Context: an optimization exercise on an open-source flow, tuned for small area, a short achievable clock period and few clock cycles. The choices shown serve that exercise and are no tape-out recipe. Power is estimated from default activity; no workload was simulated.

==> flow/design.v (excerpt) <==
module cnn_layer_top (
    input  wire                   CLK,
    input  wire                   reset_i,
    input  wire                   start_i,
    output logic                  done_o,
    output logic                  wb_cyc_o,
    output logic                  wb_stb_o,
    output logic                  wb_we_o,
    output cnn_pkg::addr_t        wb_adr_o,
    output cnn_pkg::pixel_t       wb_dat_o,
    input  wire cnn_pkg::pixel_t  wb_dat_i,
    input  wire                   wb_ack_i
);
Size in the first run: roughly 2,800 cells after synthesis, ~810 flip-flops, about 38,000 um2 of cells after synthesis.
clock: 11.0 ns
lec_check: 0
cap_margin: 20
core_margin: 2
core_utilization: 40
cts_cluster_diameter: 120
cts_cluster_size: 25
slew_margin: 20
standard.sh (not shown) runs the stock make flow with config.mk's settings and CLKGATE_MAP_FILE= SYNTH_SCRIPT=/design/flow/synth_recipe.tcl, a recipe that flattens the netlist after the stock synthesis.
==> flow/flow/run.sh <==
#!/bin/bash
# Layout flow: the standard ORFS flow, with two changes that leave the
# clock period and constraints as they are: timing repair aims at a setup
# slack of 7.3 ns, and the port buffers are buf_4 cells.
set -euo pipefail
bash standard.sh SETUP_SLACK_MARGIN=7.3 "BUFFER_PORTS_ARGS=-buffer_cell sky130_fd_sc_hd__buf_4" finish > standard.log 2>&1
Rerun with:
--- a/flow/design.v
+++ b/flow/design.v
@@ -863,50 +863,49 @@
     logic        kv_q;         
     w16_t        kq [0:8];
     w16_t        p0_q, p1_q, p2_q;
     logic [2:0]  seq_q;        
     logic [7:0]  ko_q [0:2], kw_q [0:2], kn_q [0:2];
     logic [63:0] r1_q;        
     logic [2:0]  a2_q;         
     w16_t        f1_q [0:7];
     w16_t        f2_q [0:7];
     w16_t        out_q;
     logic [2:0]  or_q, oc_q;   
-    logic        ov_q;
+    logic        ov_q, pv_q;
     w16_t        hm_q;
     w16_t        pm_q [0:3];
     logic [6:0]  pa_q;         
     logic [6:0]  pn_q;         
     logic [6:0]  ca_q, cn_q;   
     logic [6:0]  ra_q;         
     w16_t        ad_q;         
     logic        c_pend_q, p_pend_q;
     logic [4:0]  sh_q;
     logic free_w;
     logic launch_c, launch_p, launch_r, launch_any;
     logic rd_ok;
     logic [2:0] sh_cnt;
     assign free_w = !cyc_q || wb_ack_i;
     assign rd_ack_w = cyc_q && wb_ack_i && !we_q;
-    w16_t m_w, pr_w, x_q;
-    assign m_w  = smax(hm_q, out_q);
-    assign pr_w = smax(x_q, out_q);
+    w16_t pr_w;
+    assign pr_w = smax(pm_q[0], hm_q);
     logic [2:0] or_n, oc_n;
     assign oc_n = oc_q + 3'd1;
     assign or_n = (oc_q == 3'd7) ? or_q + 3'd1 : or_q;
     always_comb begin
-        sh_cnt = 3'(sh_q[0]) + 3'(sh_q[1]);
+        sh_cnt = 3'(sh_q[0]) + 3'(sh_q[1]) + 3'(sh_q[2]);
     end
     logic c_now_w, p_now_w, c_avail_w, p_avail_w;
     assign c_now_w   = a2_q[2] && (or_n[2] || oc_n[2]);
-    assign p_now_w   = ov_q && oc_q[0] && or_q[0];
+    assign p_now_w   = pv_q && or_q[0];
     assign c_avail_w = c_pend_q || c_now_w;
     assign p_avail_w = p_pend_q || p_now_w;
     logic rd_base_w, defer_w;
     assign rd_base_w = busy_q && !rd_done_q && !(cyc_q && cur_s3_q) && (sh_cnt <= 3'd1);
     always_comb begin
         defer_w = 1'b0;
         if (rd_base_w && !seq_q[2]) begin
             if (c_now_w && !c_pend_q && !p_avail_w)                  defer_w = 1'b1;
             if (c_pend_q && !c_now_w && !a2_q[2] && !p_avail_w)      defer_w = 1'b1;
             if (p_avail_w && !(p_pend_q && p_now_w) && !c_avail_w &&
                 !a2_q[2] && !ov_q)                                   defer_w = 1'b1;
@@ -965,35 +964,36 @@
     w16_t sum_w, sa_w, sb_w;
     always_comb begin
     end
     mac_rows2 mac_rows2_inst (
         .rows(r1_q),
         .sa(sa_w), .sb(sb_w)
     );
     assign sum_w = add16(sa_w, sb_w);
     logic fin_w;
     assign fin_w = busy_q && rd_done_q && cyc_q && we_q && wb_ack_i && !launch_any &&
                    (seq_q == 3'b000) && (a2_q == 3'b000) &&
-                   !ov_q &&
+                   !ov_q && !pv_q &&
                    !c_pend_q && !p_pend_q;
     always_ff @(posedge CLK) begin
         if (reset_i) begin
             busy_q    <= 1'b0;
             done_q    <= 1'b0;
             cyc_q     <= 1'b0;
             we_q      <= 1'b0;
             cur_s3_q  <= 1'b0;
             cur_w_q   <= 1'b0;
             seq_q     <= 3'b000;
             a2_q      <= 3'b000;
             ov_q      <= 1'b0;
+            pv_q      <= 1'b0;
             c_pend_q  <= 1'b0;
             p_pend_q  <= 1'b0;
             sh_q      <= '0;
             rd_done_q <= 1'b0;
         end else begin
             done_q <= fin_w;
             if (fin_w) busy_q <= 1'b0;
             if (!busy_q && !done_q && start_i) begin
                 busy_q    <= 1'b1;
                 cyc_q     <= 1'b1;
                 we_q      <= 1'b0;
@@ -1048,22 +1048,23 @@
             a2_q  <= {h2_w, h1_w, h0_w};
             ov_q <= a2_q[2];
             if (a2_q[2]) begin
                 or_q <= or_n;
                 oc_q <= oc_n;
                 ca_q <= cn_q;
                 cn_q <= (oc_n == 3'd7) ? cn_q + 7'd3 : cn_q + 7'd1;
                 pn_q <= 7'(18) + {1'b0, or_n[2:1], 3'b000} + {3'b000, or_n[2:1], 1'b0} + {5'b0, oc_n[2:1]};
             end
             if (free_w && launch_c) c_pend_q <= c_pend_q && c_now_w;
             else if (c_now_w)       c_pend_q <= 1'b1;
+            pv_q <= ov_q && oc_q[0];
             if (free_w && launch_p) p_pend_q <= p_pend_q && p_now_w;
             else if (p_now_w)       p_pend_q <= 1'b1;
         end
     end
     always_ff @(posedge CLK) begin
         if (free_w && launch_any) begin
             adr_q <= nxt_adr_w;
             if (launch_c) dat_q <= c_pend_q ? out_q : sum_w;
             else          dat_q <= p_pend_q ? pm_q[3] : pr_w;
         end
         if (!busy_q && !done_q && start_i) begin
@@ -1089,27 +1090,28 @@
         else if (ksel_w[1]) ad_q <= f1_q[2'(a2_q[0]) + 2'(h0_w)];
         else                ad_q <= '0;
         if (a2_q[2]) out_q <= sum_w;
         if (a2_q[1]) begin
             for (int i = 0; i < 7; i++) f2_q[i] <= f2_q[i+1];
             f2_q[7] <= sum_w;
         end
         if (a2_q[0]) begin
             for (int i = 0; i < 7; i++) f1_q[i] <= f1_q[i+1];
             f1_q[7] <= sum_w;
         end
-        x_q <= smax(pm_q[0], hm_q);
-        if (ov_q && !oc_q[0]) hm_q <= out_q;
-        if (ov_q && oc_q[0]) begin
+        if (ov_q) hm_q <= oc_q[0] ? smax(hm_q, out_q) : out_q;
+        if (pv_q) begin
             for (int i = 0; i < 3; i++) pm_q[i] <= pm_q[i+1];
-            pm_q[3] <= or_q[0] ? pr_w : m_w;
-            if (or_q[0]) pa_q <= pn_q;
+            pm_q[3] <= or_q[0] ? pr_w : hm_q;
+            if (or_q[0]) begin
+                pa_q   <= pn_q;
+            end
         end
     end
     assign done_o   = done_q;
     assign wb_cyc_o = cyc_q;
     assign wb_stb_o = cyc_q;
     assign wb_we_o  = we_q;
     assign wb_adr_o = {9'd0, adr_q};
     assign wb_dat_o = dat_q;
 endmodule
 `default_nettype wire
Effect: Power rises by a few percent; routed wire length falls by a few percent; combinational power rises by a few percent; design area falls by a few percent; maximum frequency falls slightly; clock power falls by a few percent; sequential power falls slightly.
Function was not checked in any run of this note: the RTL went through the layout flow alone.

afterwards: timing with drivers on the ports:
No port has a modelled driver above. Below, the same layouts with a new extraction and two added sets of constraints.
Step 1 (the two cells are an assumption about what drives the block):
set clk [get_ports {CLK}]
set_driving_cell -lib_cell sky130_fd_sc_hd__clkbuf_16 $clk
set_driving_cell -lib_cell sky130_fd_sc_hd__buf_2 [delete_from_list [all_inputs] $clk]
Step 2 times the ports against the registers' clock, not the clock port: input delays grow and output delays shrink by t, the midpoint of the rising clock arrivals with the driver on.
Three values: ideal, step 1, step 2; two values: the first two.
run | shift t [ns] | setup WS [ns] | hold WS [ns] | worst setup path after step 2 | clock arrival spread, ns
the first run | 0.689 | 7.295 / 7.295 / 7.105 | 0.343 / 0.343 / 0.343 | input to register | 0.045 / 0.045
the second run | 0.692 | 7.247 / 7.247 / 6.838 | 0.332 / 0.332 / 0.332 | input to register | 0.043 / 0.043
After both steps every run listed still meets setup and hold. The setup slack of the second run, which loses most, moves by 0.000 ns with the drivers and by -0.409 ns with both steps.
